Background: an optimization exercise with open tools, aiming at a short achievable clock period and few clock cycles. Do not read the settings as production practice.
In this exercise RTL edits were held to simulation tests only and were not proved equivalent to the original.
Power figures rest on the tool's default switching activity, not on a simulated workload.

==> design.v <==
`default_nettype none
package biquad_pkg;
    typedef enum logic [1:0] {
        ST_IDLE      = 2'd0,
        ST_FETCH     = 2'd1,
        ST_NEXT      = 2'd2,
        ST_WAIT_SWAP = 2'd3
    } loader_state_t;
    localparam int B0 = 0;
    localparam int B1 = 1;
    localparam int B2 = 2;
    localparam int A1 = 3;
    localparam int A2 = 4;
    localparam int DEFAULT_TIMEOUT = 255;
endpackage
`default_nettype wire
`default_nettype none
module biquad_coeff_bank #(
    parameter int  DATA_W = 64,
    parameter int  N_SECT = 4,
    parameter int  N_COEF = 5,
    localparam int N_WORDS = N_SECT * N_COEF,
    localparam int SECT_W = (N_SECT > 1) ? $clog2(N_SECT) : 1,
    localparam int IDX_W  = (N_COEF > 1) ? $clog2(N_COEF) : 1
) (
    input  logic               clk,
    input  logic               rst,
    input  logic [N_WORDS-1:0] i_wr_sel,     
    input  logic [DATA_W-1:0]  i_wr_dat,
    input  logic               i_swap,       
    input  logic               i_last_pend,  
    input  logic [SECT_W-1:0]  i_rd_sect,
    input  logic [IDX_W-1:0]   i_rd_idx,
    output logic [DATA_W-1:0]  o_rd_dat
);
    logic [DATA_W-1:0] r_bank0 [N_WORDS];
    logic [DATA_W-1:0] r_bank1 [N_WORDS];
    logic              r_sel;     
    logic              r_zero;    
    logic [DATA_W-1:0] r_rd_dat;
    logic [DATA_W-1:0] w_s0 [N_COEF];    
    logic [DATA_W-1:0] w_s1 [N_COEF];    
    logic [DATA_W-1:0] w_m0, w_m1, w_rd_nxt;
    logic              w_hit_last, w_use1, w_mask, w_fwd;
    always_comb begin
        for (int c = 0; c < N_COEF; c++) begin
            w_s0[c] = r_bank0[c];
            w_s1[c] = r_bank1[c];
            for (int s = 1; s < N_SECT; s++) begin
                if (i_rd_sect == SECT_W'(s)) begin
                    w_s0[c] = r_bank0[s*N_COEF + c];
                    w_s1[c] = r_bank1[s*N_COEF + c];
                end
            end
        end
        w_m0 = '0;
        w_m1 = '0;
        for (int c = 0; c < N_COEF; c++) begin
            if (i_rd_idx == IDX_W'(c)) begin
                w_m0 = w_s0[c];
                w_m1 = w_s1[c];
            end
        end
        w_hit_last = (i_rd_sect == SECT_W'(N_SECT-1)) && (i_rd_idx == IDX_W'(N_COEF-1));
        w_use1 = r_sel ^ i_swap;
        w_mask = r_zero && !i_swap;
        w_fwd  = i_swap && i_last_pend && w_hit_last;
        if (w_fwd)
            w_rd_nxt = i_wr_dat;
        else if (w_mask)
            w_rd_nxt = '0;
        else
            w_rd_nxt = w_use1 ? w_m1 : w_m0;
    end
    always_ff @(posedge clk) begin
        for (int i = 0; i < N_WORDS; i++) begin
            if (i_wr_sel[i] && r_sel)  r_bank0[i] <= i_wr_dat;
            if (i_wr_sel[i] && !r_sel) r_bank1[i] <= i_wr_dat;
        end
    end
    always_ff @(posedge clk or posedge rst) begin
        if (rst) begin
            r_sel    <= 1'b0;
            r_zero   <= 1'b1;
            r_rd_dat <= '0;
        end else begin
            r_sel    <= r_sel ^ i_swap;
            if (i_swap) r_zero <= 1'b0;
            r_rd_dat <= w_rd_nxt;
        end
    end
    assign o_rd_dat = r_rd_dat;
endmodule
`default_nettype wire
`default_nettype none
module wb_biquad_coeff_loader #(
    parameter int  DATA_W  = 64,
    parameter int  ADDR_W  = 9,
    parameter int  N_SECT  = 4,
    parameter int  N_COEF  = 5,
    parameter int  TIMEOUT = biquad_pkg::DEFAULT_TIMEOUT,
    localparam int SECT_W  = (N_SECT > 1) ? $clog2(N_SECT) : 1,
    localparam int IDX_W   = (N_COEF > 1) ? $clog2(N_COEF) : 1
) (
    input  logic              wb_clk_i,
    input  logic              wb_rst_i,
    output logic              coeff_wbm_cyc_o,
    output logic              coeff_wbm_stb_o,
    output logic [ADDR_W-1:0] coeff_wbm_adr_o,
    input  logic [DATA_W-1:0] coeff_wbm_dat_i,
    input  logic              coeff_wbm_ack_i,
    input  logic [ADDR_W-1:0] base_adr_i,
    input  logic              load_i,
    input  logic              sample_stb_i,
    input  logic [SECT_W-1:0] rd_sect_i,
    input  logic [IDX_W-1:0]  rd_idx_i,
    output logic [DATA_W-1:0] rd_dat_o,
    output logic              busy_o,
    output logic              done_o,
    output logic              err_o
);
    localparam int c_N_WORDS = N_SECT * N_COEF;
    localparam int TMO_W     = (TIMEOUT > 1) ? $clog2(TIMEOUT) : 1;
    localparam logic [TMO_W-1:0] c_TMO_LAST = TMO_W'(TIMEOUT - 1);
    logic                 r_busy;
    logic                 r_stb;      
    logic                 r_wait;     
    logic                 r_done;
    logic                 r_err;
    logic [ADDR_W-1:0]    r_adr;
    logic [c_N_WORDS-1:0] r_ptr;      
    logic [TMO_W-1:0]     r_tmo;      
    logic w_start, w_ack, w_last, w_last_ack, w_abort, w_swap;
    assign w_start    = load_i && !r_busy;
    assign w_ack      = r_stb && coeff_wbm_ack_i;
    assign w_last     = r_ptr[c_N_WORDS-1];
    assign w_last_ack = w_last && coeff_wbm_ack_i;
    assign w_abort    = r_stb && !coeff_wbm_ack_i && (r_tmo == c_TMO_LAST);
    assign w_swap     = (w_last_ack || r_wait) && sample_stb_i;
    always_ff @(posedge wb_clk_i or posedge wb_rst_i) begin
        if (wb_rst_i) begin
            r_busy <= 1'b0;
            r_stb  <= 1'b0;
            r_wait <= 1'b0;
            r_done <= 1'b0;
            r_err  <= 1'b0;
            r_adr  <= '0;
            r_ptr  <= '0;
            r_tmo  <= '0;
        end else begin
            r_done <= w_swap;
            if (w_start) begin
                r_busy <= 1'b1;
                r_stb  <= 1'b1;
                r_err  <= 1'b0;
                r_adr  <= base_adr_i;
                r_ptr  <= c_N_WORDS'(1);
                r_tmo  <= '0;
            end else if (r_stb) begin
                if (coeff_wbm_ack_i) begin
                    r_tmo <= '0;
                    if (r_ptr[c_N_WORDS-1]) begin
                        r_stb <= 1'b0;
                        r_ptr <= '0;
                        if (sample_stb_i) r_busy <= 1'b0;
                        else              r_wait <= 1'b1;
                    end else begin
                        r_adr <= r_adr + ADDR_W'(1);
                        r_ptr <= r_ptr << 1;
                    end
                end else if (r_tmo == c_TMO_LAST) begin
                    r_stb  <= 1'b0;
                    r_ptr  <= '0;
                    r_busy <= 1'b0;
                    r_err  <= 1'b1;
                end else begin
                    r_tmo <= r_tmo + TMO_W'(1);
                end
            end else if (r_wait && sample_stb_i) begin
                r_wait <= 1'b0;
                r_busy <= 1'b0;
            end
        end
    end
    biquad_coeff_bank #(
        .DATA_W (DATA_W),
        .N_SECT (N_SECT),
        .N_COEF (N_COEF)
    ) u_bank (
        .clk        (wb_clk_i),
        .rst        (wb_rst_i),
        .i_wr_sel   (r_ptr),
        .i_wr_dat   (coeff_wbm_dat_i),
        .i_swap     (w_swap),
        .i_last_pend(w_last),
        .i_rd_sect  (rd_sect_i),
        .i_rd_idx   (rd_idx_i),
        .o_rd_dat   (rd_dat_o)
    );
    assign coeff_wbm_adr_o = r_adr;
    assign coeff_wbm_cyc_o = r_stb;
    assign coeff_wbm_stb_o = r_stb;
    assign busy_o          = r_busy;
    assign done_o          = r_done;
    assign err_o           = r_err;
endmodule
`default_nettype wire
==> run.sh <==
#!/bin/bash
# synth_recipe.tcl (not shown) runs the flow's synth.tcl, then flattens the netlist and writes it again
# the make line also repeats each setting of config.mk as NAME=value (left out here)
make -C /OpenROAD-flow-scripts/flow DESIGN_CONFIG=/design/flow/config.mk WORK_HOME=/design/flow/orfs CLKGATE_MAP_FILE= SYNTH_SCRIPT=/design/flow/synth_recipe.tcl finish
==> config.mk <==
export PLATFORM = sky130hd
export DESIGN_NAME = wb_biquad_coeff_loader
export DESIGN_NICKNAME = wb_biquad_coeff_loader
export VERILOG_FILES = /design/flow/design.v
export SDC_FILE = /design/flow/constraint.sdc
export NUM_CORES = 4
export LEC_CHECK = 0
export ABC_CLOCK_PERIOD_IN_PS = 1200
export CAP_MARGIN = 20
export CORE_MARGIN = 2
export CORE_UTILIZATION = 63
export CTS_BUF_LIST = sky130_fd_sc_hd__clkbuf_16
export CTS_CLUSTER_DIAMETER = 60
export CTS_CLUSTER_SIZE = 34
export SETUP_SLACK_MARGIN = 3.5
export SLEW_MARGIN = 30
==> constraint.sdc <==
create_clock -name core_clock -period 6.0 [get_ports {wb_clk_i}]
set_input_delay 1.2000 -clock core_clock [delete_from_list [all_inputs] [get_ports {wb_clk_i}]]
set_output_delay 1.2000 -clock core_clock [all_outputs]
set_load 0.01 [all_outputs]
==> results of run 1 <==
logic make-up after synthesis:
group / Yosys count / synth area share [%]
simple gates: 518 / 2.44
buf+inv: 368 / 1.73
mux: 748 / 12.2
xor+xnor: 12 / 0.101
flops: 2668 / 76.7
compound gates: 1027 / 6.73
fa+ha+maj: 3 / 0.0362
layer usage:
metal	global-route usage [%]	wire (um)	vias up	part of all wire, %
li1	-	-	22800	-
met2	55.4	142000	4069	46
met1	52.1	114000	30400	37
met3	7.92	37200	716	12
met5	0	62	-	0.020
met4	14.5	14200	4	4.6
how the worst max path moves through the flow:
| stage | startpoint | end | slack [ps] | depth (start not counted) |
|---|---|---|---|---|
| finish | u_bank.r_rd_dat[62] | rd_dat_o[62] | 3310 | 1 |
| CTS | u_bank.r_rd_dat[62] | rd_dat_o[62] | 3290 | 1 |
| global placement | rd_idx_i[2] | u_bank.r_rd_dat[49] | 1350 | 7 |
| floorplan | u_bank.r_sel | u_bank.r_bank1[0][0] | 2900 | 4 |
| detailed placement | rd_idx_i[2] | u_bank.r_rd_dat[49] | 1240 | 7 |
| global route | u_bank.r_rd_dat[62] | rd_dat_o[62] | 3290 | 1 |
where the power goes:
| part | leakage, nW | switching (mW) | total (mW) | internal, mW |
|---|---|---|---|---|
| Sequential | 24.4 | 0.130 | 20.8 | 20.7 |
| Clock | 2.68 | 6.68 | 12.1 | 5.42 |
| Combinational | 10.8 | 1.56 | 2.51 | 0.950 |
worst register-to-register path, stage by stage (launching register included):
cell and delay, ps:
dfrtp_4 530, a21oi_4 120, buf_4 150, buf_4 160, o21ai_4 230, nand2_1 80
buf_4 270, a211oi_1 390, o221ai_2 210, a211oi_2 280
area by class of cell:
| cell class | count | area [um2] |
|---|---|---|
| Sequential cell | 2668 | 79600 |
| Fill cell | 9826 | 46200 |
| Multi-Input combinational cell | 2328 | 23400 |
| Timing Repair Buffer | 476 | 5650 |
| Clock buffer | 157 | 3930 |
| Tap cell | 2175 | 2720 |
| Clock inverter | 132 | 1560 |
| Inverter | 9 | 51.3 |
| Antenna cell | 6 | 15.0 |
sequential cells by signal (all words and copies together) (netlist names):
| signal | cells |
|---|---|
| r_adr | 9 |
| r_busy | 1 |
| r_done | 1 |
| r_err | 1 |
| r_ptr | 20 |
| r_stb | 1 |
| r_tmo | 8 |
| r_wait | 1 |
| u_bank.r_bank0 | 1280 |
| u_bank.r_bank1 | 1280 |
| u_bank.r_rd_dat | 64 |
| u_bank.r_sel | 1 |
| u_bank.r_zero | 1 |
layout by cell type (no fill, tap or decap), types with 77 or more instances in the layout:
master / n
a21oi_1: 206
a22oi_1: 77
buf_4: 190
clkbuf_16: 163
dfrtp_1: 87
edfxtp_1: 2560
mux2i_1: 303
mux4_2: 413
nand2_1: 190
o211ai_1: 155
o21ai_0: 164
metrics by stage:
stage	hold WS (ps)	setup WS (ps)	utilization, %	power (mW)	cells
2_1_floorplan	468	2900	-	22.4	5344
3_3_place_gp	493	1350	66.6	23.4	7511
3_5_place_dp	503	1240	66.8	23.5	7523
4_1_cts	522	3290	71.3	35.4	7915
5_1_grt	547	3290	71.7	36.2	7946
6_report	521	3310	71.7	35.4	7951
repair_timing:
action | CTS | global route
gates resized for setup | 503 | 59
hold buffers | 0 | 0
buffers inserted | 60 | 21
setup endpoints to repair | 1422 | 351
pin swaps | 23 | 12
gates cloned | 43 | 9
==> run notes, run 1 <==
- Pleak: 37.8 nW
- Antenna Nets Post-Route: 0
* Count of flip-flops with a built-in enable after synthesis: 2560
* Vias: 58100
* Final max-slew violation count: 0
- In this run the critical register-to-register path is launched from r_ptr[19].
- In this run the tightest slew margin relative to its limit is 19.5%.
* HP Class: reg2reg
- At the later pin of the worst-skew pair, clock insertion delay measures 840 ps.
* Setup total negative slack: 0 ps
- In this run, the number of DRC markers left after iteration 0 of detailed routing was 9433.
- Setup-failing EPs final: 0
- The tool flagged a number of max-cap violations equal to 0.
* Avg Synthesized Cell Area: 19.4 um2
- The number of different library cells used by synthesis comes to 70.
- Share of synthesized registers carrying an async set or reset: 4.05%
* Total Routed Length: 307 mm
* CTS H-Tree Depth: 4
* Hold Path Origin: r_tmo[3]
- Slew at the pin closest to its max-slew limit: 1210 ps
* Area share of the leading cell type in the synthesized netlist: 74.1%
- In this run, synthesis produced a sequential element count of 2668.
- Global-route wire length before repair: 424 mm
- TritonCTS built the clock tree.
- The commonest cells after synthesis are edfxtp_1 (2560), mux4_2 (413), mux2i_1 (303), a21oi_1 (210), nand2_1 (205).
- Across all register-to-register paths, the minimum setup slack is 3490 ps.
* Maximum clock rate: 372 MHz
* Crit share post-route: 44.8%
* Cells along the critical path: buf_6
- After the last flow step, the layout net total stands at 5723.
* Synthesized Nets: 5430
* Relative area change from synthesis to final layout: 12.7%
- The die covers 0.168 mm2.
- The count of buffers added on input and output ports is 160.
- DP Wirelength: 152 mm
- Via count of the first global-routing pass: 56200
* Startpoint Class: flip-flop
- The number of cells on the worst reg-to-reg path is 9.
* WHS Endpoint: r_tmo[3]
- Global routing used 36.3% of the available tracks.
* IR drop worst, VDD: 304 uV
- Vias per cell: 7.30
- STA classifies the critical path endpoint as a primary output.
* Worst path max stage delay: 510 ps
- Antenna violations before repair: 9
* Longest Clk Path Bufs: 3
- Number of remaining DRC errors: 0
- The endpoint identified for the worst register-to-register timing path is u_bank.r_rd_dat[18].
* Clock root buffer master: clkbuf_16
- For this design, the slowest cell found on the critical path is dfrtp_2.
- For this run, the leading register cell type out of synthesis is edfxtp_1.
- Worst Path Arrival: 1490 ps
* Worst Path Required: 4800 ps
- From bottom edge to top edge, the die measures 410 um.
* Total gr overflow: 0
- The finished cells cover 0.117 mm2.
* Peak fanout along the critical path: 1
- Critical path buffer and inverter count: 1
- Hold Vio Cnt, Final: 0
- Entering global routing, the biggest net connects 73 pins.
- Share of cells above drive strength 1: 23.0%
* Count of warnings emitted by yosys: 6
- The worst path needs 2690 ps of the cycle, external delays included.
- Library cell with the highest instance count after synthesis: edfxtp_1
- In this run the cell area measured after placement is 0.109 mm2.
- The region available for standard cell placement spans 0.163 mm2.
- The synthesized netlist occupies a cell area of 0.104 mm2.
- Number of buffers created by CTS: 154
- Along the worst hold path, the cell count comes to 1.
- The floorplan step set the die width to 410 um.
- Worst Skew: 40.0 ps
- Dominant cells by area after synthesis: edfxtp_1 (74%), mux4_2 (9.0%), mux2i_1 (2.9%)
- Clock-pin slew was measured on the worst setup and hold paths at 90 ps.
* RSZ-0062 raised after global routing: true
- First-pass detailed-route iteration total: 6
- The synthesized design spends more area on one cell type than any other, namely edfxtp_1.
- Starting utilization of the core area: 63.6%
- Top-level port count: 161
* Routed wire per std cell: 38.6 um
- Routability congestion estimate: 0.802
- Number of core rows: 148
- Dividing total power by cell area gives a power density of 303 mW/mm2.
- Of the synthesized area, sequential elements account for 76.7%.
* Status: complete, no violations
* # clock sinks: 2668
* Cell class contributing the biggest share of worst-path delay: flip-flops
- The cell count after synthesis came out at 5344.
- By startpoint and endpoint, the worst setup path is classified as reg2out.
Testbench counts, summed over its fixed seeds: cycles 4,111.
==> inputs of run 2 (changes only) <==
--- a/config.mk
+++ b/config.mk
@@ -6,11 +6,11 @@
 export NUM_CORES = 4
 export LEC_CHECK = 0
-export ABC_CLOCK_PERIOD_IN_PS = 1200
+export ABC_CLOCK_PERIOD_IN_PS = 1000
 export CAP_MARGIN = 20
 export CORE_MARGIN = 2
-export CORE_UTILIZATION = 63
+export CORE_UTILIZATION = 55
 export CTS_BUF_LIST = sky130_fd_sc_hd__clkbuf_16
 export CTS_CLUSTER_DIAMETER = 60
 export CTS_CLUSTER_SIZE = 34
-export SETUP_SLACK_MARGIN = 3.5
+export SETUP_SLACK_MARGIN = 3.6
 export SLEW_MARGIN = 30
==> run notes, run 2 <==
- Area share of the leading cell type in the synthesized netlist: 74.1%
- CTS tree: yes
- Worst path max stage delay: 510 ps
* Core utilization of the finished layout: 63.5%
- edfxtp_1 is the most common cell in the netlist.
* Antenna violations before repair: 14
- Starting utilization of the core area: 55.3%
- Post-synth design cell area: 0.104 mm2
- Antenna Nets Post-Route: 0
- Sequential share of the synthesized area: 76.7%
- Remaining max-slew budget at the tightest pin: 26.8%
- After synthesis, the netlist uses 70 different library cells.
- Via count of the first global-routing pass: 56100
* Cell taking the most area after synthesis: edfxtp_1
* Relative area change from synthesis to final layout: 14.9%
- Clock root buffer master: clkbuf_16
- Non-filler cells in the finished layout: 8390
* Finished Cell Area: 0.119 mm2
- Longest Clk Path Bufs: 3
- Static timing analysis puts the maximum clock frequency at 366 MHz.
- Top Registers: u_bank.r_bank0 (1280), u_bank.r_bank1 (1280), u_bank.r_rd_dat (64)
* Number of remaining DRC errors: 0
- After synthesis, the cell types taking the most area are edfxtp_1 (74%), mux4_2 (9.0%), mux2i_1 (2.9%).
* Highest routed layer: met5
- Across all register-to-register paths, the minimum setup slack is 3530 ps.
- Among cell families on the critical path, the largest total delay comes from flip-flops.
- Detailed routing placed a total of 152 mm of wire on met2.
- Worst Skew: 35.8 ps
- The first global-routing pass estimated 445 mm of wire.
- Nets: 5830
- A synthesized cell averages 19.4 um2.
- Maximum number of pins on one net before global-route repair: 109
- In this run the critical register-to-register path is captured at u_bank.r_bank0[7][44].
- The number of failing hold endpoints at the final stage came to 0.
- Synthesized Nets: 5430
* Count of max-cap constraint violations: 0
- Setup repair after global routing could not meet its margin everywhere.
- The region available for standard cell placement spans 0.188 mm2.
- Measured in cells, the most critical reg-to-reg path has a length of 4.
- In the synthesized netlist the dominant register cell turns out to be edfxtp_1.
- Setup total negative slack: 0 ps
- Count of hold buffers inserted by post-cts repair: 0
* Total global-route track usage: 33.5%
* Number of buffers inserted by port buffering: 160
- Status: complete, no violations
- The critical path is of the reg2out type.
- In the routed layout, each cell is associated on average with a via count of 6.98.
- Pleak: 38.7 nW
* Placed cell area: 0.109 mm2
- After global routing the overflow that remains totals 0.
- Critical path buffer and inverter count: 1
- Number of core rows: 159
* Most common library cell in the layout ignoring fill and taps: edfxtp_1
- During synthesis, Yosys emitted a total of 6 warnings.
- Counting the buffers created by CTS gives 167.
- Count of flip-flops with a built-in enable after synthesis: 2560
- Cells along the critical path: buf_6
- # clock sinks: 2668
- Floorplan die height: 438 um
- Setup violations remaining at the end of the flow were counted as 0.
- DP Wirelength: 158 mm
- Final max-slew violation count: 0
- The worst path uses 45.5% of the clock period.
* HP Class: reg2reg
- STA puts the critical path data arrival time at 1530 ps.
- STA classifies the critical path endpoint as a primary output.
- Top-level port count: 161
- Number of instances in the synthesized netlist: 5344
* Routability congestion estimate: 0.793
* RR Startpoint: u_bank.r_sel
- Startpoint Class: flip-flop
- Cells with a size suffix above 1 make up 25.1% of the layout.
- Initial drt markers: 8573
- The largest individual stage delay along the critical path comes from the cell dfrtp_2.
* Slew at the pin closest to its max-slew limit: 1100 ps
- Number of storage elements in the synthesis netlist: 2668
* Number of fillers in the final layout: 13000
- Along the worst path, the maximum fanout reaches 1.
- After detailed routing, the wire length on met1 is 126 mm.
- WHS Endpoint: r_tmo[3]
* CTS clock-pin slew for the worst setup and hold paths: 90 ps
* Worst Path Required: 4800 ps
* Source-to-sink clock delay at the later pin of the worst-skew pair: 860 ps
* Hold Path Origin: r_tmo[3]
- The routed design has 327 mm of wire.
- First-pass detailed-route iteration total: 6
* P per Cell Area: 304 mW/mm2
- The H-tree was split into 4 levels.
- In the synthesized netlist, the cells that appear most often are edfxtp_1 (2560), mux4_2 (413), mux2i_1 (303), a21oi_1 (210), nand2_1 (205).
- Die boundary width: 438 um
- IR drop worst, VDD: 320 uV
- Cell total after placement: 7871
- The final route contains 58500 vias.
- Counting instances, the worst hold path has a depth of 1.
- Summed over all nets, wire length on met3 after detailed routing comes to 33.9 mm.
- Routed wire per std cell: 38.9 um
- Final critical path time including I/O delays and setup: 2730 ps
- In the layout the commonest cells are edfxtp_1 (2560), mux4_2 (413), mux2i_1 (303).
- Die footprint: 0.192 mm2
* Share of synthesized registers carrying an async set or reset: 4.05%
run 2: how the worst max path moves through the flow:
stage / from / to / slack [ps] / depth (start not counted)
final: u_bank.r_rd_dat[62] / rd_dat_o[62] / 3270 / 1
after global routing: u_bank.r_rd_dat[62] / rd_dat_o[62] / 3250 / 1
after CTS: u_bank.r_rd_dat[62] / rd_dat_o[62] / 3210 / 1
after detailed placement: coeff_wbm_ack_i / u_bank.r_rd_dat[18] / 1480 / 9
after global placement: coeff_wbm_ack_i / u_bank.r_rd_dat[18] / 1550 / 9
after floorplan: rd_idx_i[2] / u_bank.r_rd_dat[51] / 3240 / 9
run 2: repair_timing:
item                                    4_1_cts  5_1_grt
pin swaps                                    21       22
setup buffers                               102       33
resized for setup                           562      120
endpoints found under the setup margin     1530      247
cloned                                       52       12
run 2: stage by stage:
step           setup slack [ps]  hold WS, ps  power (mW)
2_1_floorplan              3240          468        22.4
3_3_place_gp               1550          498        23.4
3_5_place_dp               1480          509        23.5
4_1_cts                    3210          531        36.3
5_1_grt                    3250          566        37.2
6_report                   3270          535        36.3
run 2: cells by family after synthesis:
kind of cell | after synthesis | share of synthesized area (%)
DFF | 2668 | 76.7
AOI/OAI and AO/OA | 1027 | 6.73
muxes | 748 | 12.2
and+or+nand+nor | 518 | 2.44
buffers and inverters | 368 | 1.73
xor gates and xnor gates | 12 | 0.101
adders and majority gates | 3 | 0.0362
run 2: where the power goes:
part | internal [mW] | switching [mW] | total, mW
Combinational | 0.987 | 1.59 | 2.58
Clock | 6.12 | 6.79 | 12.9
Sequential | 20.7 | 0.124 | 20.8
run 2: area by class of cell:
type                       count  area, um2  area share (%)
sequential                  2668      79600            66.8
multi-input combinational   2327      23600            19.8
timing repair buffer         571       6850            5.75
clock buffer                 172       4300            3.61
tap                         2495       3120            2.62
clock inverter               143       1630            1.37
inverter                       9       55.1          0.0462
antenna                        5       12.5          0.0105
run 2: per-layer routing:
layer	track usage, %	up-vias
met4	12.6	4
li1	-	23100
met5	0	-
met3	6.49	646
met1	47.7	31200
met2	52.0	3628
==> inputs of run 3 (changes only) <==
--- a/config.mk
+++ b/config.mk
@@ -9,5 +9,5 @@
 export CAP_MARGIN = 20
 export CORE_MARGIN = 2
-export CORE_UTILIZATION = 55
+export CORE_UTILIZATION = 68
 export CTS_BUF_LIST = sky130_fd_sc_hd__clkbuf_16
 export CTS_CLUSTER_DIAMETER = 60
==> run notes, run 3 <==
* Critical Setup Path Class: reg2out
* Cell total after placement: 7400
- Counting every sink on the clock net gives 2668.
- Initial drt markers: 10600
* Worst hold path cell count: 1
* Synth Area in Compound Gates: 6.73%
- Finished Cell Area: 0.118 mm2
* Number of storage elements in the synthesis netlist: 2668
- Logic depth of the worst path, buffers included: 1
* HP Class: reg2reg
- Summed over all instances, the cell type with the most area after synthesis is edfxtp_1.
* Nets: 5780
* Met3 Track Usage GR: 10.0%
* Vias: 59300
* P per Cell Area: 298 mW/mm2
- Core utilization of the finished layout: 77.5%
* Crit share post-route: 44.8%
- Relative area change from synthesis to final layout: 13.4%
- After synthesis, the largest family of logic cells by area is multiplexers.
- Worst path max stage delay: 500 ps
- Data on the critical path is required at its endpoint by 4800 ps.
* Origin of the worst setup path: u_bank.r_rd_dat[62]
- Total power consumption of the routed design: 35.1 mW
- RR Startpoint: u_bank.r_sel
- The worst register-to-register path ends at u_bank.r_bank1[8][23].
- Die boundary width: 395 um
* Setup total negative slack: 0 ps
* Maximum clock rate: 372 MHz
* Reg2reg path depth: 3
- Cells with a size suffix above 1 make up 24.0% of the layout.
- Global-route met2 utilization: 58.4%
- In this run the cell area measured after placement is 0.109 mm2.
- Number of remaining DRC errors: 0
- Antenna Nets Post-Route: 0
- Crit-path slowest cell: dfrtp_2
- After detailed routing, the average wire length per cell comes to 39.5 um.
* Number of library cell types mapped by synthesis: 70
- Vias per cell: 7.55
* Clock root buffer master: clkbuf_16
* Source-to-sink clock delay at the later pin of the worst-skew pair: 840 ps
- Worst Skew: 33.1 ps
- The die covers 0.156 mm2.
* Cells along the critical path: buf_6
* CTS clock-pin slew for the worst setup and hold paths: 90 ps
- Routability congestion estimate: 0.821
- The worst setup path is captured at a primary output.
- The clock passes through at most 3 buffers.
- The via count of the first global-routing pass was 56700.
- Simple-Gate Fraction of Synth Area: 2.44%
* Leading cell types in the layout, fill and taps excluded: edfxtp_1 (2560), mux4_2 (413), mux2i_1 (303)
- Post-synth design cell area: 0.104 mm2
- CTS tree: yes
* Number of instances in the synthesized netlist: 5344
- The largest registers in the layout are u_bank.r_bank0 (1280), u_bank.r_bank1 (1280), u_bank.r_rd_dat (64).
* DP Wirelength: 152 mm
- Number of buffers inserted by port buffering: 160
- Setup slack of the most critical reg-to-reg path: 3560 ps
- Area share of the leading cell type in the synthesized netlist: 74.1%
- Summed over all layers, the global routing overflow is 0.
- Xor/xnor cell area share of the yosys netlist: 0.101%
- IR analysis of the VDD net gives a maximum drop of 311 uV.
- Count of flip-flops with a built-in enable after synthesis: 2560
- Library cell with the highest instance count after synthesis: edfxtp_1
- CTS H-Tree Depth: 4
- Remaining max-slew budget at the tightest pin: 30.3%
- Peak fanout along the critical path: 1
* Cell class contributing the biggest share of worst-path delay: flip-flops
* Setup-failing EPs final: 0
- Final max-slew violation count: 0
* Global routing usage on met1: 55.5%
- Maximum number of pins on one net before global-route repair: 109
- Share of synthesized registers carrying an async set or reset: 4.05%
* Synthesized Nets: 5430
- Avg Synthesized Cell Area: 19.4 um2
- At the pin with the least slew margin, the transition time is 1040 ps.
- Floorplan die height: 395 um
* Dominant cells by area after synthesis: edfxtp_1 (74%), mux4_2 (9.0%), mux2i_1 (2.9%)
* Cell types with the highest counts after synthesis: edfxtp_1 (2560), mux4_2 (413), mux2i_1 (303), a21oi_1 (210), nand2_1 (205)
* Top-level port count: 161
* Number of core rows: 143
* Most common library cell in the layout ignoring fill and taps: edfxtp_1
* Final critical path time including I/O delays and setup: 2690 ps
* Startpoint Class: flip-flop
- Total global-route track usage: 39.0%
- The most critical setup path has its endpoint at rd_dat_o[62].
* Share of synthesized area spent on multiplexers: 12.2%
- Setup repair after global routing could not meet its margin everywhere.
- met2 is the most crowded layer.
* Sequential share of the synthesized area: 76.7%
- Flip-flop cell with the highest count after synthesis: edfxtp_1
- Total Routed Length: 310 mm
- Worst Path Arrival: 1490 ps
* First-pass detailed-route iteration total: 9
* Count of hold buffers inserted by post-cts repair: 0
- Count of warnings emitted by yosys: 6
* Global-route wire length before repair: 423 mm
* Status: complete, no violations
* Adder and majority gate portion of the synthesized area: 0.0362%
- Count of max-cap constraint violations: 0
- Antenna violations before repair: 10
* Non-filler cells in the finished layout: 7853
- In this run, CTS created clock tree buffers numbering 146.
* Starting utilization of the core area: 68.4%
- Pleak: 38.2 nW
* Hold Vio Cnt, Final: 0
- Critical path buffer and inverter count: 1
* Core Region: 0.152 mm2
## run 3: where the power goes
| group | leakage [nW] | internal (mW) | switching [mW] |
|---|---|---|---|
| Clock | 2.52 | 5.35 | 6.37 |
| Sequential | 24.4 | 20.7 | 0.133 |
| Combinational | 11.3 | 0.995 | 1.59 |
| Total | 38.2 | 27.0 | 8.09 |
## run 3: repair_timing
| item | in CTS | in global routing |
|---|---|---|
| gates resized for setup | 554 | 103 |
| pin swaps | 31 | 26 |
| hold endpoints to repair | 0 | 0 |
| setup endpoints to repair | 1458 | 352 |
| setup buffers | 79 | 31 |
| gates cloned | 46 | 19 |
## run 3: layout make-up
| class | count | area (um2) |
|---|---|---|
| flip-flops and latches | 2668 | 79600 |
| fillers | 8200 | 34100 |
| multi-input cells | 2325 | 23500 |
| repair buffers | 544 | 6790 |
| clock buffers | 155 | 3880 |
| well taps | 2030 | 2540 |
| clock inverters | 115 | 1260 |
| inverters | 9 | 60.1 |
| diodes | 7 | 17.5 |
## run 3: logic make-up (layout without fill, tap and decap cells)
group,after synthesis,after routing
buf+inv,368,823
fa+ha+maj,3,3
mux,748,748
flops,2668,2668
compound gates,1027,1027
xor+xnor,12,12
other cells,0,7
simple gates,518,535
## run 3: worst min path at each step
stage,slack (ps),start,to
3_5_place_dp,480,r_err,r_err
4_1_cts,500,r_err,r_err
2_1_floorplan,470,r_tmo[3],r_tmo[3]
3_3_place_gp,480,r_err,r_err
6_report,490,r_err,r_err
5_1_grt,520,r_err,r_err
## run 3: metrics by stage
step,hold slack [ps],worst slack (ps)
after CTS,496,3300
after global placement,479,1470
final,491,3310
after floorplan,468,3240
after global routing,520,3300
after detailed placement,480,1260
## run 3: metal layers
layer	share of wire, %	vias up
met5	0.012	-
met4	5.3	6
met3	14	831
met2	46	4856
met1	35	30600
li1	-	23000
==> inputs of run 4 (changes only) <==
--- a/design.v
+++ b/design.v
@@ -29,5 +29,5 @@
     input  logic [DATA_W-1:0]  i_wr_dat,
     input  logic               i_swap,       
-    input  logic               i_last_pend,  
+    input  logic               i_swap_fwd,   
     input  logic [SECT_W-1:0]  i_rd_sect,
     input  logic [IDX_W-1:0]   i_rd_idx,
@@ -39,37 +39,24 @@
     logic              r_zero;    
     logic [DATA_W-1:0] r_rd_dat;
-    logic [DATA_W-1:0] w_s0 [N_COEF];    
-    logic [DATA_W-1:0] w_s1 [N_COEF];    
-    logic [DATA_W-1:0] w_m0, w_m1, w_rd_nxt;
-    logic              w_hit_last, w_use1, w_mask, w_fwd;
+    logic [N_WORDS-1:0] w_hit;
+    logic [DATA_W-1:0]  w_m0, w_m1, w_rd_nxt;
+    logic               w_sel_nxt;
     always_comb begin
-        for (int c = 0; c < N_COEF; c++) begin
-            w_s0[c] = r_bank0[c];
-            w_s1[c] = r_bank1[c];
-            for (int s = 1; s < N_SECT; s++) begin
-                if (i_rd_sect == SECT_W'(s)) begin
-                    w_s0[c] = r_bank0[s*N_COEF + c];
-                    w_s1[c] = r_bank1[s*N_COEF + c];
-                end
-            end
-        end
+        for (int s = 0; s < N_SECT; s++)
+            for (int c = 0; c < N_COEF; c++)
+                w_hit[s*N_COEF + c] = (i_rd_sect == SECT_W'(s)) && (i_rd_idx == IDX_W'(c));
         w_m0 = '0;
         w_m1 = '0;
-        for (int c = 0; c < N_COEF; c++) begin
-            if (i_rd_idx == IDX_W'(c)) begin
-                w_m0 = w_s0[c];
-                w_m1 = w_s1[c];
-            end
+        for (int i = 0; i < N_WORDS; i++) begin
+            w_m0 = w_m0 | ({DATA_W{w_hit[i]}} & r_bank0[i]);
+            w_m1 = w_m1 | ({DATA_W{w_hit[i]}} & r_bank1[i]);
         end
-        w_hit_last = (i_rd_sect == SECT_W'(N_SECT-1)) && (i_rd_idx == IDX_W'(N_COEF-1));
-        w_use1 = r_sel ^ i_swap;
-        w_mask = r_zero && !i_swap;
-        w_fwd  = i_swap && i_last_pend && w_hit_last;
-        if (w_fwd)
+        w_sel_nxt = r_sel ^ i_swap;
+        if (r_zero && !i_swap)
+            w_rd_nxt = '0;
+        else if (i_swap_fwd && w_hit[N_WORDS-1])
             w_rd_nxt = i_wr_dat;
-        else if (w_mask)
-            w_rd_nxt = '0;
         else
-            w_rd_nxt = w_use1 ? w_m1 : w_m0;
+            w_rd_nxt = w_sel_nxt ? w_m1 : w_m0;
     end
     always_ff @(posedge clk) begin
@@ -85,5 +72,5 @@
             r_rd_dat <= '0;
         end else begin
-            r_sel    <= r_sel ^ i_swap;
+            r_sel    <= w_sel_nxt;
             if (i_swap) r_zero <= 1'b0;
             r_rd_dat <= w_rd_nxt;
@@ -131,10 +118,11 @@
     logic [c_N_WORDS-1:0] r_ptr;      
     logic [TMO_W-1:0]     r_tmo;      
-    logic w_start, w_ack, w_last, w_last_ack, w_abort, w_swap;
+    logic w_start, w_ack, w_last, w_last_ack, w_abort, w_swap, w_swap_fwd;
     assign w_start    = load_i && !r_busy;
     assign w_ack      = r_stb && coeff_wbm_ack_i;
-    assign w_last     = r_ptr[c_N_WORDS-1];
+    assign w_last     = r_stb && r_ptr[c_N_WORDS-1];
     assign w_last_ack = w_last && coeff_wbm_ack_i;
     assign w_abort    = r_stb && !coeff_wbm_ack_i && (r_tmo == c_TMO_LAST);
+    assign w_swap_fwd = w_last_ack && sample_stb_i;
     assign w_swap     = (w_last_ack || r_wait) && sample_stb_i;
     always_ff @(posedge wb_clk_i or posedge wb_rst_i) begin
@@ -162,5 +150,4 @@
                     if (r_ptr[c_N_WORDS-1]) begin
                         r_stb <= 1'b0;
-                        r_ptr <= '0;
                         if (sample_stb_i) r_busy <= 1'b0;
                         else              r_wait <= 1'b1;
@@ -171,5 +158,4 @@
                 end else if (r_tmo == c_TMO_LAST) begin
                     r_stb  <= 1'b0;
-                    r_ptr  <= '0;
                     r_busy <= 1'b0;
                     r_err  <= 1'b1;
@@ -190,8 +176,8 @@
         .clk        (wb_clk_i),
         .rst        (wb_rst_i),
-        .i_wr_sel   (r_ptr),
+        .i_wr_sel   (r_stb ? r_ptr : '0),
         .i_wr_dat   (coeff_wbm_dat_i),
         .i_swap     (w_swap),
-        .i_last_pend(w_last),
+        .i_swap_fwd (w_swap_fwd),
         .i_rd_sect  (rd_sect_i),
         .i_rd_idx   (rd_idx_i),
==> config.mk (replaced) <==
export PLATFORM = sky130hd
export DESIGN_NAME = wb_biquad_coeff_loader
export DESIGN_NICKNAME = wb_biquad_coeff_loader
export VERILOG_FILES = /design/flow/design.v
export SDC_FILE = /design/flow/constraint.sdc
export NUM_CORES = 4
export LEC_CHECK = 0
export ABC_CLOCK_PERIOD_IN_PS = 2000
export CAP_MARGIN = 20
export CORE_MARGIN = 2
export CORE_UTILIZATION = 45
export SETUP_SLACK_MARGIN = 4
export SLEW_MARGIN = 20
==> run notes, run 4 <==
- The run finished with no timing, DRC or antenna violations.
- In the routed layout, each cell is associated on average with a via count of 7.43.
- Switching power: 9.74 mW
- Across the VDD grid, the largest voltage drop is 332 uV.
* Critical Setup Path Class: reg2reg
* Starting utilization of the core area: 45.4%
- Final critical path time including I/O delays and setup: 3080 ps
- The library cells used most frequently in the layout, excluding fill and tap cells, are edfxtp_1 (2560), a22oi_1 (893), clkbuf_16 (372).
- Summed over all cells, the static leakage comes to 45.1 nW.
- Count of warnings emitted by yosys: 4
- By area the synthesized netlist is led by edfxtp_1 (79%), a22oi_1 (7.3%), dfrtp_1 (2.7%).
* Internal Dissipation: 31.8 mW
- After detailed routing, the total wire length is 480 mm.
- Die boundary width: 470 um
- Summing over every cut layer, the via total after detailed routing is 72600.
- Worst hold path cell count: 2
- Max-cap violations in this run came to 0.
* DP Wirelength: 177 mm
* Met2 layer wire length in the routed design: 189 mm
* Final max-slew violation count: 0
- Sequential share of the synthesized area: 81.5%
- Flip-flop cell with the highest count after synthesis: edfxtp_1
* Number of buffers created by CTS: 288
- Worst setup EP type: flip-flop
- Number of library cell types mapped by synthesis: 69
* Clock root buffer master: clkbuf_16
- Counting flops and latches in the post-synthesis netlist gives 2668.
- Share of synthesized registers carrying an async set or reset: 4.05%
- Routed wire per std cell: 49.1 um
- The area growth from synthesis to layout is 35.3%.
- CTS clock-pin slew for the worst setup and hold paths: 70 ps
- Maximum clock rate: 325 MHz
- Slew at the pin closest to its max-slew limit: 1200 ps
* Register share of total power: 51.3%
- In this design, the stage delay of the slowest critical-path cell is 440 ps.
- Most common library cell in the layout ignoring fill and taps: edfxtp_1
* Die footprint: 0.221 mm2
- The first detailed-routing pass ran for 10 iterations.
- Number of core rows: 170
- Total power consumption of the routed design: 41.6 mW
- After clock tree synthesis, the flow added hold-fix buffers numbering 0.
* Hold Vio Cnt, Final: 0
- Number of instances in the synthesized netlist: 5431
- The path class of the tightest hold or removal check is reg2reg.
* Cells along the critical path: buf_4, buf_6, buf_12, and4_4, buf_12, and3_4, buf_16, buf_4, a222oi_1, o21ai_1, o41ai_2, a21oi_1
- The final critical path takes up 51.3% of the cycle.
- Nets: 6782
* Initial drt markers: 18000
- RSZ-0062 raised after global routing: true
* Floorplan die height: 470 um
- Adding up every negative setup slack in the final design gives 0 ps.
* Number of buffers inserted by port buffering: 160
- Routability congestion estimate: 0.810
- Worst Skew: 71.9 ps
- Top-level port count: 161
- CTS tree: yes
- The most common cell in the synthesized netlist is edfxtp_1.
* Top Registers: u_bank.r_bank0 (1280), u_bank.r_bank1 (1280), u_bank.r_rd_dat (64)
- Synthesized Nets: 5517
- Share of power burned in combinational logic: 7.2%
- Count of flip-flops with a built-in enable after synthesis: 2560
* Area share of the leading cell type in the synthesized netlist: 78.7%
- The slowest stage of the critical path belongs to the cell a222oi_1.
- Reg2reg path depth: 12
- CTS H-Tree Depth: 5
- Portion of total power attributed to the clock network: 41.4%
- In this run the power density over the cells is 315 mW/mm2.
* Worst Path Arrival: 3870 ps
- Antenna violations before repair: 49
- Setup violations remaining at the end of the flow were counted as 0.
* Share of cells above drive strength 1: 30.1%
- Counting along the longest clock path gives a buffer depth of 4.
- Headroom to the max-slew limit came out at 20.1%.
* Post-synth design cell area: 0.0976 mm2
- Global routing used 39.5% of the available tracks across all layers.
* Highest routed layer: met5
* Peak fanout along the critical path: 7
* Cell taking the most area after synthesis: edfxtp_1
- Number of remaining DRC errors: 0
* Total gr overflow: 0
* Worst Path Required: 6790 ps
- Startpoint Class: flip-flop
- The clock reaches the later pin of the worst-skew pair after 970 ps.
- Core Region: 0.215 mm2
- Via count of the first global-routing pass: 63300
- The first global-routing pass estimated 583 mm of wire.
- After detailed routing, the wire length on met1 is 145 mm.
- The detail route stage leaves a number of antenna-violating nets equal to 0.
* # clock sinks: 2668
- Proportion of total power due to net switching: 23.4%
- Total length of routed met3 wires: 93.2 mm
- Avg Synthesized Cell Area: 18.0 um2
- Maximum number of pins on one net before global-route repair: 54
- Cell types with the highest counts after synthesis: edfxtp_1 (2560), a22oi_1 (946), nand2_1 (223), and3_1 (201), buf_2 (172)
==> run 4: path summary, 6_finish.rpt <==
| check | startpoint | endpoint | slack [ps] |
|---|---|---|---|
| max reg2reg | r_stb | u_bank.r_rd_dat[3] | 2920 |
| max in group asynchronous | wb_rst_i | u_bank.r_rd_dat[26] | 4130 |
| min in group asynchronous | wb_rst_i | u_bank.r_rd_dat[29] | 580 |
| max | r_stb | u_bank.r_rd_dat[3] | 2920 |
| min reg2reg | r_tmo[7] | r_tmo[7] | 570 |
| min | r_tmo[7] | r_tmo[7] | 570 |
==> run 4: per-layer routing <==
metal	vias to the layer above	global-route usage (%)
met4	40	29.9
met2	8873	54.2
met3	2615	18.0
met5	-	0
met1	35800	48.7
li1	25300	-
==> run 4: final cells by class <==
class / count / area, um2
clock buffers: 431 / 8230
fillers: 14400 / 82900
well taps: 2838 / 3550
repair buffers: 1282 / 20600
flip-flops and latches: 2668 / 79600
multi-input cells: 2448 / 19400
inverters: 8 / 50.0
clock inverters: 66 / 548
diodes: 34 / 85.1
==> run 4: repair_timing <==
item,CTS,global route
cloned,197,89
resized for setup,1273,469
pin swaps,159,123
buffers inserted,474,135
endpoints found under the setup margin,2695,1919
==> run 4: kinds of logic (layout without fill, tap and decap cells) <==
group / count (synthesis) / in the layout / share of synthesized area, %
muxes: 65 / 65 / 0.721
buffers and inverters: 354 / 1787 / 1.76
AOI/OAI and AO/OA: 1353 / 1353 / 10.4
DFF: 2668 / 2668 / 81.5
xor gates and xnor gates: 13 / 13 / 0.117
and+or+nand+nor: 975 / 1014 / 5.42
other: 0 / 34 / 0
adders and majority gates: 3 / 3 / 0.0384
==> run 4: stage by stage <==
| step | worst slack (ps) | hold slack, ps | cell area (um2) | std cells | util, % |
|---|---|---|---|---|---|
| final | 2920 | 567 | 132000 | 9775 | 61.4 |
| after detailed placement | 1250 | 520 | 104000 | 8349 | 48.5 |
| after floorplan | 3230 | 485 | 98900 | 5431 | - |
| after CTS | 3170 | 542 | 126000 | 9517 | 58.8 |
| after global placement | 1210 | 509 | 104000 | 8348 | 48.5 |
| after global routing | 3010 | 578 | 132000 | 9750 | 61.4 |
==> run 4: worst max-delay path: cells and delay by family (launching register included) <==
kind / cells / cell delay, ps
flops: 1 / 430
compound gates: 4 / 1260
buf+inv: 6 / 830
simple gates: 2 / 410
==> run 4: power groups by stage <==
stage          clock network [mW]  registers (mW)  logic [mW]
6_report                     17.2            21.3        3.01
5_1_grt                      17.8            21.3        2.96
4_1_cts                      17.0            21.3        2.49
3_5_place_dp                    0            21.6        1.97
3_3_place_gp                    0            21.6        1.95
2_1_floorplan                   0            21.6       0.730
Testbench counts of run 4, summed over its fixed seeds: cycles 4,111.

-- what the ideal ports hide --
How much do the figures lean on ideal ports? The routed layouts below were timed once more, with nothing changed but the port constraints. Step 1 assumes that a clkbuf_16 drives the clock port and a buf_2 every other input. Step 2 moves the port delays by t, midway between the first and last clock arrival at a register: inputs arrive t later, outputs are due t later. That takes back most of the time a late clock gives input paths. Slacks: ideal / step 1 / step 2; pairs: ideal / step 1.
run	t (ns)	slack for setup (ns)	hold WS [ns]
run 1	0.905	3.310 / 3.219 / 2.353	0.521 / 0.521 / 0.521
run 2	0.943	3.270 / 3.178 / 2.358	0.535 / 0.535 / 0.535
run 3	0.906	3.315 / 3.231 / 2.368	0.491 / 0.491 / 0.491
run 4	1.048	2.920 / 2.920 / 2.048	0.567 / 0.502 / 0.567
After both steps setup and hold are still met in every run listed. The setup slack of run 1, which loses most, moves by -0.091 ns with the drivers and by -0.957 ns with both steps.
